From an optimization exercise on the open Yosys and OpenROAD flow, aimed at a short achievable clock period and few clock cycles; shortcuts taken in it are not production practice. Only simulation tests tie the RTL to the original design; equivalence was not proved. The clock port is modelled as an ideal driver, which makes a skipped or thinned clock tree look cheaper than it is; a real chip needs a root buffer or a tree. Power is estimated from default activity; no workload was simulated.

==> flow/design.v (excerpt) <==
module conv_accel_top (
  input  logic                   clk,
  input  logic                   reset,
  input  logic                   ready,
  input  conv_accel_pkg::pixel_t idata,
  output logic                   busy,
  output conv_accel_pkg::addr_t  iaddr,
  output logic                   cwr,
  output logic [2:0]             csel,
  output conv_accel_pkg::addr_t  caddr_wr,
  output conv_accel_pkg::pixel_t cdata_wr
);
Settings: LEC_CHECK=0, ABC_CLOCK_PERIOD_IN_PS=2500, CAP_MARGIN=20, CORE_MARGIN=2, CORE_UTILIZATION=70, SLEW_MARGIN=20; clock period 10.0 ns.
standard.sh (not shown) runs the stock make flow with config.mk's settings and CLKGATE_MAP_FILE= SYNTH_SCRIPT=/design/flow/synth_recipe.tcl, a recipe that flattens the netlist after the stock synthesis.
==> flow/flow/run.sh <==
#!/bin/bash
set -e
export SETUP_SLACK_MARGIN=7.5
export PRE_CTS_TCL=$PWD/flow/pre_cts.tcl
bash standard.sh > standard_flow.log 2>&1
==> flow/flow/clock_tree.tcl <==
# Two-level clock tree for net clk, built in place of TritonCTS:
#   clk port -> NROOT root clkbuf_16 (one per group of leaves)
#            -> NLEAF leaf clkbuf_16, each at the centroid of a k-means cluster of flip-flops
#            -> flip-flop clock pins
# All sinks see two buffers; clusters are compact and of similar size, so the tree is balanced.
proc ct_centroid {pts} {
  set sx 0.0; set sy 0.0
  foreach p $pts { set sx [expr {$sx + [lindex $p 1]}]; set sy [expr {$sy + [lindex $p 2]}] }
  set n [llength $pts]
  return [list [expr {$sx / $n}] [expr {$sy / $n}]]
}

proc build_clock_tree {nleaf nroot {capf 1.15} {iters 20} {cell sky130_fd_sc_hd__clkbuf_16}} {
  set block [ord::get_db_block]
  set db [ord::get_db]
  set clk [$block findNet clk]
  set sinks {}
  foreach it [$clk getITerms] {
    set bb [[$it getInst] getBBox]
    lappend sinks [list $it [expr {([$bb xMin] + [$bb xMax]) / 2.0}] [expr {([$bb yMin] + [$bb yMax]) / 2.0}]]
  }
  set n [llength $sinks]
  # nleaf 0: one leaf buffer per 24 sinks or so
  if {$nleaf < 1} { set nleaf [expr {($n + 23) / 24}] }
  # initial centres: a grid of strips in x, split in y
  set ncol [expr {int(sqrt($nleaf))}]
  set byx [lsort -real -index 1 $sinks]
  set cents {}
  set k 0
  for {set c 0} {$c < $ncol} {incr c} {
    set nr [expr {($nleaf - $k) / ($ncol - $c)}]
    set lo [expr {$c * $n / $ncol}]
    set hi [expr {($c + 1) * $n / $ncol - 1}]
    set col [lsort -real -index 2 [lrange $byx $lo $hi]]
    set m [llength $col]
    for {set r 0} {$r < $nr} {incr r} {
      lappend cents [ct_centroid [lrange $col [expr {$r * $m / $nr}] [expr {($r + 1) * $m / $nr - 1}]]]
      incr k
    }
  }
  # k-means with a size cap, so that no leaf buffer drives too many pins
  set cap [expr {int($capf * $n / $nleaf) + 1}]
  for {set iter 0} {$iter < $iters} {incr iter} {
    set members [lrepeat $nleaf {}]
    set sizes [lrepeat $nleaf 0]
    # assign points in order of their distance to their best centre
    set order {}
    foreach s $sinks {
      set ds {}
      set j 0
      foreach ce $cents {
        set dx [expr {[lindex $s 1] - [lindex $ce 0]}]
        set dy [expr {[lindex $s 2] - [lindex $ce 1]}]
        lappend ds [list $j [expr {$dx * $dx + $dy * $dy}]]
        incr j
      }
      set ds [lsort -real -index 1 $ds]
      lappend order [list $s [lrange $ds 0 5] [lindex $ds 0 1]]
    }
    foreach o [lsort -real -index 2 $order] {
      set placed 0
      foreach d [lindex $o 1] {
        set j [lindex $d 0]
        if {[lindex $sizes $j] < $cap} {
          lset members $j [concat [lindex $members $j] [list [lindex $o 0]]]
          lset sizes $j [expr {[lindex $sizes $j] + 1}]
          set placed 1
          break
        }
      }
      if {!$placed} {
        set j [lindex $o 1 0 0]
        lset members $j [concat [lindex $members $j] [list [lindex $o 0]]]
        lset sizes $j [expr {[lindex $sizes $j] + 1}]
      }
    }
    set nc {}
    for {set j 0} {$j < $nleaf} {incr j} {
      if {[lindex $sizes $j] > 0} {
        lappend nc [ct_centroid [lindex $members $j]]
      } else {
        lappend nc [lindex $cents $j]
      }
    }
    set cents $nc
  }
  # group leaves for the roots: split by x, then by y
  set leaves {}
  for {set j 0} {$j < $nleaf} {incr j} {
    if {[lindex $sizes $j] > 0} { lappend leaves [list $j {*}[lindex $cents $j]] }
  }
  set nl [llength $leaves]
  set rx [expr {$nroot >= 2 ? 2 : 1}]
  set ry [expr {$nroot / $rx}]
  set byx [lsort -real -index 1 $leaves]
  set groups {}
  for {set a 0} {$a < $rx} {incr a} {
    set part [lsort -real -index 2 [lrange $byx [expr {$a * $nl / $rx}] [expr {($a + 1) * $nl / $rx - 1}]]]
    set m [llength $part]
    for {set b 0} {$b < $ry} {incr b} {
      lappend groups [lrange $part [expr {$b * $m / $ry}] [expr {($b + 1) * $m / $ry - 1}]]
    }
  }
  set master [$db findMaster $cell]
  set r 0
  set maxsz 0
  foreach g $groups {
    set sx 0.0; set sy 0.0; set w 0
    foreach l $g {
      set sz [lindex $sizes [lindex $l 0]]
      set sx [expr {$sx + [lindex $l 1] * $sz}]; set sy [expr {$sy + [lindex $l 2] * $sz}]
      incr w $sz
    }
    set root [odb::dbInst_create $block $master clkroot_buf_$r]
    $root setLocation [expr {int($sx / $w)}] [expr {int($sy / $w)}]
    $root setPlacementStatus PLACED
    set rnet [odb::dbNet_create $block clknet_root_$r]
    $rnet setSigType CLOCK
    [$root findITerm A] connect $clk
    [$root findITerm X] connect $rnet
    foreach l $g {
      set j [lindex $l 0]
      set lb [odb::dbInst_create $block $master clkleaf_buf_$j]
      $lb setLocation [expr {int([lindex $l 1])}] [expr {int([lindex $l 2])}]
      $lb setPlacementStatus PLACED
      set lnet [odb::dbNet_create $block clknet_leaf_$j]
      $lnet setSigType CLOCK
      [$lb findITerm A] connect $rnet
      [$lb findITerm X] connect $lnet
      foreach s [lindex $members $j] {
        set it [lindex $s 0]
        $it disconnect
        $it connect $lnet
      }
      if {[lindex $sizes $j] > $maxsz} { set maxsz [lindex $sizes $j] }
    }
    incr r
  }
  puts "clock tree: $n sinks, $nl leaves (at most $maxsz sinks each), $r roots"
}
==> flow/flow/pre_cts.tcl <==
# PRE_CTS_TCL hook of ORFS's cts.tcl: builds the clock tree with flow/clock_tree.tcl
# (four root buffers on the clock port, one leaf buffer per ~24 flip-flops, over k-means
# clusters) and turns the following clock_tree_synthesis call into a no-op.
source [file join [file dirname [info script]] clock_tree.tcl]
build_clock_tree 0 4
set_propagated_clock [all_clocks]
rename clock_tree_synthesis my_unused_clock_tree_synthesis
proc clock_tree_synthesis {args} {
  puts "clock_tree_synthesis $args: skipped, the clock tree was built by flow/pre_cts.tcl"
}
The first run completed with no timing, DRC or antenna violations.
Testbench counts at the start, summed over its fixed seeds: cycles 147,762.
Then changed:
--- a/flow/config.mk
+++ b/flow/config.mk
@@ -11 +11 @@
-export CORE_UTILIZATION = 70
+export CORE_UTILIZATION = 75
Outcome: With this change the flow did not get past 5_1_grt; synthesized area stays the same; synthesized cell count is unchanged.
Then changed:
--- a/flow/flow/run.sh
+++ b/flow/flow/run.sh
@@ -3 +3 @@
-export SETUP_SLACK_MARGIN=7.5
+export SETUP_SLACK_MARGIN=7
--- a/flow/flow/clock_tree.tcl
+++ b/flow/flow/clock_tree.tcl
@@ -2 +2 @@
-#   clk port -> NROOT root clkbuf_16 (one per group of leaves)
+#   clk port -> NROOT root buffers (one per group of leaves)
@@ -13 +13,7 @@
-proc build_clock_tree {nleaf nroot {capf 1.15} {iters 20} {cell sky130_fd_sc_hd__clkbuf_16}} {
+proc ct_out {master} {
+  foreach mt [$master getMTerms] {
+    if {[$mt getIoType] eq "OUTPUT"} { return [$mt getName] }
+  }
+}
+
+proc build_clock_tree {nleaf nroot {capf 1.15} {iters 20} {rootcell sky130_fd_sc_hd__clkbuf_16} {leafcell sky130_fd_sc_hd__clkbuf_16}} {
@@ -104 +110,2 @@
-  set master [$db findMaster $cell]
+  set rmaster [$db findMaster $rootcell]
+  set lmaster [$db findMaster $leafcell]
@@ -114 +121 @@
-    set root [odb::dbInst_create $block $master clkroot_buf_$r]
+    set root [odb::dbInst_create $block $rmaster clkroot_buf_$r]
@@ -120 +127 @@
-    [$root findITerm X] connect $rnet
+    [$root findITerm [ct_out $rmaster]] connect $rnet
@@ -123 +130 @@
-      set lb [odb::dbInst_create $block $master clkleaf_buf_$j]
+      set lb [odb::dbInst_create $block $lmaster clkleaf_buf_$j]
@@ -129 +136 @@
-      [$lb findITerm X] connect $lnet
+      [$lb findITerm [ct_out $lmaster]] connect $lnet
--- a/flow/flow/pre_cts.tcl
+++ b/flow/flow/pre_cts.tcl
@@ -2 +2 @@
-# (four root buffers on the clock port, one leaf buffer per ~24 flip-flops, over k-means
+# (four root buf_16 on the clock port, clkbuf_16 leaves, one leaf buffer per ~24 flip-flops, over k-means
@@ -5 +5 @@
-build_clock_tree 0 4
+build_clock_tree 0 4 1.15 20 sky130_fd_sc_hd__buf_16 sky130_fd_sc_hd__clkbuf_16
--- a/flow/config.mk
+++ b/flow/config.mk
@@ -11 +11 @@
-export CORE_UTILIZATION = 75
+export CORE_UTILIZATION = 65
Result: The new run finished clean; synthesized area does not change; synthesized cell count stays the same.
Then changed:
--- a/flow/flow/run.sh
+++ b/flow/flow/run.sh
@@ -3 +3 @@
-export SETUP_SLACK_MARGIN=7
+export SETUP_SLACK_MARGIN=7.5
--- a/flow/flow/clock_tree.tcl
+++ b/flow/flow/clock_tree.tcl
@@ -2 +2 @@
-#   clk port -> NROOT root buffers (one per group of leaves)
+#   clk port -> NROOT root clkbuf_16 (one per group of leaves)
@@ -13,7 +13 @@
-proc ct_out {master} {
-  foreach mt [$master getMTerms] {
-    if {[$mt getIoType] eq "OUTPUT"} { return [$mt getName] }
-  }
-}
-
-proc build_clock_tree {nleaf nroot {capf 1.15} {iters 20} {rootcell sky130_fd_sc_hd__clkbuf_16} {leafcell sky130_fd_sc_hd__clkbuf_16}} {
+proc build_clock_tree {nleaf nroot {capf 1.15} {iters 20} {cell sky130_fd_sc_hd__clkbuf_16}} {
@@ -110,2 +104 @@
-  set rmaster [$db findMaster $rootcell]
-  set lmaster [$db findMaster $leafcell]
+  set master [$db findMaster $cell]
@@ -121 +114 @@
-    set root [odb::dbInst_create $block $rmaster clkroot_buf_$r]
+    set root [odb::dbInst_create $block $master clkroot_buf_$r]
@@ -127 +120 @@
-    [$root findITerm [ct_out $rmaster]] connect $rnet
+    [$root findITerm X] connect $rnet
@@ -130 +123 @@
-      set lb [odb::dbInst_create $block $lmaster clkleaf_buf_$j]
+      set lb [odb::dbInst_create $block $master clkleaf_buf_$j]
@@ -136 +129 @@
-      [$lb findITerm [ct_out $lmaster]] connect $lnet
+      [$lb findITerm X] connect $lnet
--- a/flow/flow/pre_cts.tcl
+++ b/flow/flow/pre_cts.tcl
@@ -2 +2 @@
-# (four root buf_16 on the clock port, clkbuf_16 leaves, one leaf buffer per ~24 flip-flops, over k-means
+# (four root buffers on the clock port, one leaf buffer per ~24 flip-flops, over k-means
@@ -5 +5 @@
-build_clock_tree 0 4 1.15 20 sky130_fd_sc_hd__buf_16 sky130_fd_sc_hd__clkbuf_16
+build_clock_tree 0 4
The new run produced a clean layout.
Clock skew hardly moves.
Final area climbs by 6.3%.
Fmax grows by about 3%.
Wire length rises by about 7%.
Worst setup slack gets better by 0.095 ns.
In the first, third and fourth runs of this note the design's own scripts or RTL, not TritonCTS, make the clock network.

---

== main ==
conv_accel_top again, from the RTL that the note above started with.
Settings: LEC_CHECK=0, ABC_CLOCK_PERIOD_IN_PS=2500, CAP_MARGIN=20, CORE_MARGIN=2, CORE_UTILIZATION=65, SLEW_MARGIN=20; clock period 10.0 ns.
==> flow/flow/run.sh <==
#!/bin/bash
set -e
export SETUP_SLACK_MARGIN=8
export PRE_CTS_TCL=$PWD/flow/pre_cts.tcl
bash standard.sh > standard_flow.log 2>&1
==> flow/flow/clock_tree.tcl <==
# Two-level clock tree for net clk, built in place of TritonCTS:
#   clk port -> NROOT root clkbuf_16 (one per group of leaves)
#            -> NLEAF leaf clkbuf_16, each at the centroid of a k-means cluster of flip-flops
#            -> flip-flop clock pins
# All sinks see two buffers; clusters are compact and of similar size, so the tree is balanced.
proc ct_centroid {pts} {
  set sx 0.0; set sy 0.0
  foreach p $pts { set sx [expr {$sx + [lindex $p 1]}]; set sy [expr {$sy + [lindex $p 2]}] }
  set n [llength $pts]
  return [list [expr {$sx / $n}] [expr {$sy / $n}]]
}

proc build_clock_tree {nleaf nroot {capf 1.15} {iters 20} {cell sky130_fd_sc_hd__clkbuf_16}} {
  set block [ord::get_db_block]
  set db [ord::get_db]
  set clk [$block findNet clk]
  set sinks {}
  foreach it [$clk getITerms] {
    set bb [[$it getInst] getBBox]
    lappend sinks [list $it [expr {([$bb xMin] + [$bb xMax]) / 2.0}] [expr {([$bb yMin] + [$bb yMax]) / 2.0}]]
  }
  set n [llength $sinks]
  # nleaf 0: one leaf buffer per 24 sinks or so
  if {$nleaf < 1} { set nleaf [expr {($n + 23) / 24}] }
  # initial centres: a grid of strips in x, split in y
  set ncol [expr {int(sqrt($nleaf))}]
  set byx [lsort -real -index 1 $sinks]
  set cents {}
  set k 0
  for {set c 0} {$c < $ncol} {incr c} {
    set nr [expr {($nleaf - $k) / ($ncol - $c)}]
    set lo [expr {$c * $n / $ncol}]
    set hi [expr {($c + 1) * $n / $ncol - 1}]
    set col [lsort -real -index 2 [lrange $byx $lo $hi]]
    set m [llength $col]
    for {set r 0} {$r < $nr} {incr r} {
      lappend cents [ct_centroid [lrange $col [expr {$r * $m / $nr}] [expr {($r + 1) * $m / $nr - 1}]]]
      incr k
    }
  }
  # k-means with a size cap, so that no leaf buffer drives too many pins
  set cap [expr {int($capf * $n / $nleaf) + 1}]
  for {set iter 0} {$iter < $iters} {incr iter} {
    set members [lrepeat $nleaf {}]
    set sizes [lrepeat $nleaf 0]
    # assign points in order of their distance to their best centre
    set order {}
    foreach s $sinks {
      set ds {}
      set j 0
      foreach ce $cents {
        set dx [expr {[lindex $s 1] - [lindex $ce 0]}]
        set dy [expr {[lindex $s 2] - [lindex $ce 1]}]
        lappend ds [list $j [expr {$dx * $dx + $dy * $dy}]]
        incr j
      }
      set ds [lsort -real -index 1 $ds]
      lappend order [list $s [lrange $ds 0 5] [lindex $ds 0 1]]
    }
    foreach o [lsort -real -index 2 $order] {
      set placed 0
      foreach d [lindex $o 1] {
        set j [lindex $d 0]
        if {[lindex $sizes $j] < $cap} {
          lset members $j [concat [lindex $members $j] [list [lindex $o 0]]]
          lset sizes $j [expr {[lindex $sizes $j] + 1}]
          set placed 1
          break
        }
      }
      if {!$placed} {
        set j [lindex $o 1 0 0]
        lset members $j [concat [lindex $members $j] [list [lindex $o 0]]]
        lset sizes $j [expr {[lindex $sizes $j] + 1}]
      }
    }
    set nc {}
    for {set j 0} {$j < $nleaf} {incr j} {
      if {[lindex $sizes $j] > 0} {
        lappend nc [ct_centroid [lindex $members $j]]
      } else {
        lappend nc [lindex $cents $j]
      }
    }
    set cents $nc
  }
  # group leaves for the roots: split by x, then by y
  set leaves {}
  for {set j 0} {$j < $nleaf} {incr j} {
    if {[lindex $sizes $j] > 0} { lappend leaves [list $j {*}[lindex $cents $j]] }
  }
  set nl [llength $leaves]
  set rx [expr {$nroot >= 2 ? 2 : 1}]
  set ry [expr {$nroot / $rx}]
  set byx [lsort -real -index 1 $leaves]
  set groups {}
  for {set a 0} {$a < $rx} {incr a} {
    set part [lsort -real -index 2 [lrange $byx [expr {$a * $nl / $rx}] [expr {($a + 1) * $nl / $rx - 1}]]]
    set m [llength $part]
    for {set b 0} {$b < $ry} {incr b} {
      lappend groups [lrange $part [expr {$b * $m / $ry}] [expr {($b + 1) * $m / $ry - 1}]]
    }
  }
  set master [$db findMaster $cell]
  set r 0
  set maxsz 0
  foreach g $groups {
    set sx 0.0; set sy 0.0; set w 0
    foreach l $g {
      set sz [lindex $sizes [lindex $l 0]]
      set sx [expr {$sx + [lindex $l 1] * $sz}]; set sy [expr {$sy + [lindex $l 2] * $sz}]
      incr w $sz
    }
    set root [odb::dbInst_create $block $master clkroot_buf_$r]
    $root setLocation [expr {int($sx / $w)}] [expr {int($sy / $w)}]
    $root setPlacementStatus PLACED
    set rnet [odb::dbNet_create $block clknet_root_$r]
    $rnet setSigType CLOCK
    [$root findITerm A] connect $clk
    [$root findITerm X] connect $rnet
    foreach l $g {
      set j [lindex $l 0]
      set lb [odb::dbInst_create $block $master clkleaf_buf_$j]
      $lb setLocation [expr {int([lindex $l 1])}] [expr {int([lindex $l 2])}]
      $lb setPlacementStatus PLACED
      set lnet [odb::dbNet_create $block clknet_leaf_$j]
      $lnet setSigType CLOCK
      [$lb findITerm A] connect $rnet
      [$lb findITerm X] connect $lnet
      foreach s [lindex $members $j] {
        set it [lindex $s 0]
        $it disconnect
        $it connect $lnet
      }
      if {[lindex $sizes $j] > $maxsz} { set maxsz [lindex $sizes $j] }
    }
    incr r
  }
  puts "clock tree: $n sinks, $nl leaves (at most $maxsz sinks each), $r roots"
}
==> flow/flow/pre_cts.tcl <==
# PRE_CTS_TCL hook of ORFS's cts.tcl: builds the clock tree with flow/clock_tree.tcl
# (four root buffers on the clock port, one leaf buffer per ~24 flip-flops, over k-means
# clusters) and turns the following clock_tree_synthesis call into a no-op.
source [file join [file dirname [info script]] clock_tree.tcl]
build_clock_tree 0 4
set_propagated_clock [all_clocks]
rename clock_tree_synthesis my_unused_clock_tree_synthesis
proc clock_tree_synthesis {args} {
  puts "clock_tree_synthesis $args: skipped, the clock tree was built by flow/pre_cts.tcl"
}
main completed end to end with timing, DRC and antenna clean.
Testbench counts of main, summed over its fixed seeds: cycles 147,762.
[inputs] the feature branch vs main
--- a/flow/flow/clock_tree.tcl
+++ b/flow/flow/clock_tree.tcl
@@ -1,4 +1,4 @@
 # Two-level clock tree for net clk, built in place of TritonCTS:
-#   clk port -> NROOT root clkbuf_16 (one per group of leaves)
+#   clk port -> NROOT root buffers (one per group of leaves)
 #            -> NLEAF leaf clkbuf_16, each at the centroid of a k-means cluster of flip-flops
 #            -> flip-flop clock pins
@@ -11,5 +11,11 @@
 }
 
-proc build_clock_tree {nleaf nroot {capf 1.15} {iters 20} {cell sky130_fd_sc_hd__clkbuf_16}} {
+proc ct_out {master} {
+  foreach mt [$master getMTerms] {
+    if {[$mt getIoType] eq "OUTPUT"} { return [$mt getName] }
+  }
+}
+
+proc build_clock_tree {nleaf nroot {capf 1.15} {iters 20} {rootcell sky130_fd_sc_hd__clkbuf_16} {leafcell sky130_fd_sc_hd__clkbuf_16}} {
   set block [ord::get_db_block]
   set db [ord::get_db]
@@ -102,5 +108,6 @@
     }
   }
-  set master [$db findMaster $cell]
+  set rmaster [$db findMaster $rootcell]
+  set lmaster [$db findMaster $leafcell]
   set r 0
   set maxsz 0
@@ -112,5 +119,5 @@
       incr w $sz
     }
-    set root [odb::dbInst_create $block $master clkroot_buf_$r]
+    set root [odb::dbInst_create $block $rmaster clkroot_buf_$r]
     $root setLocation [expr {int($sx / $w)}] [expr {int($sy / $w)}]
     $root setPlacementStatus PLACED
@@ -118,8 +125,8 @@
     $rnet setSigType CLOCK
     [$root findITerm A] connect $clk
-    [$root findITerm X] connect $rnet
+    [$root findITerm [ct_out $rmaster]] connect $rnet
     foreach l $g {
       set j [lindex $l 0]
-      set lb [odb::dbInst_create $block $master clkleaf_buf_$j]
+      set lb [odb::dbInst_create $block $lmaster clkleaf_buf_$j]
       $lb setLocation [expr {int([lindex $l 1])}] [expr {int([lindex $l 2])}]
       $lb setPlacementStatus PLACED
@@ -127,5 +134,5 @@
       $lnet setSigType CLOCK
       [$lb findITerm A] connect $rnet
-      [$lb findITerm X] connect $lnet
+      [$lb findITerm [ct_out $lmaster]] connect $lnet
       foreach s [lindex $members $j] {
         set it [lindex $s 0]
==> flow/flow/pre_cts.tcl <==
# PRE_CTS_TCL hook of ORFS's cts.tcl: builds the clock tree with flow/clock_tree.tcl
# (four root buf_16 on the clock port, clkbuf_16 leaves, one leaf buffer per ~24 flip-flops, over k-means
# clusters) and turns the following clock_tree_synthesis call into a no-op.
source [file join [file dirname [info script]] clock_tree.tcl]
build_clock_tree 0 4 1.15 20 sky130_fd_sc_hd__buf_16 sky130_fd_sc_hd__clkbuf_16
set_propagated_clock [all_clocks]
rename clock_tree_synthesis my_unused_clock_tree_synthesis
proc clock_tree_synthesis {args} {
  puts "clock_tree_synthesis $args: skipped, the clock tree was built by flow/pre_cts.tcl"
}
Findings:
The feature branch ended with every stage complete and zero timing, DRC or antenna violations. From main to the feature branch the numbers moved as follows: area used by multi-input combinational logic shows no meaningful change; wire length of the first global-routing pass shows no meaningful change; design area shows no meaningful change. Route | the feature branch vs main | wire shorter in the feature branch. Taking main as the reference, in the feature branch adder-cell share of the synthesized area stayed essentially flat, fraction of power spent switching nets fell by 0.20 points.
No run of this note takes its clock network from TritonCTS; it comes from the design's own scripts or RTL.

static timing again, ports no longer ideal:
Ports are ideal in the flow. The routed layouts listed here were re-timed in OpenROAD. Step 1 sets driving cells, clkbuf_16 on the clock port and buf_2 on the other inputs (assumed; they add their load-dependent delay and slew). Step 2 times the ports against the registers' clock, not the clock port: input delays grow and output delays shrink by t, the midpoint of the rising clock arrivals with the driver on. Three values: ideal ports, drivers, drivers and shift; two values: the first two.
run	t, ns	setup slack, ns	worst setup path at the end	worst data-port slew with drivers (ns)	pins driven straight from the clock port
the first run of note 1	0.768	6.917 / 6.726 / 7.164	input to register	0.04	4
the third run of note 1	0.749	6.844 / 6.735 / 6.844	register to register	0.05	4
the fourth run of note 1	0.754	6.939 / 6.744 / 7.120	input, reset recovery	0.04	4
main	0.773	6.892 / 6.684 / 7.257	register to register	0.04	4
the feature branch	0.735	6.905 / 6.697 / 7.244	register to register	0.04	4
After both steps setup and hold are still met in every run listed. The worst setup slack also covers recovery checks on asynchronous resets.
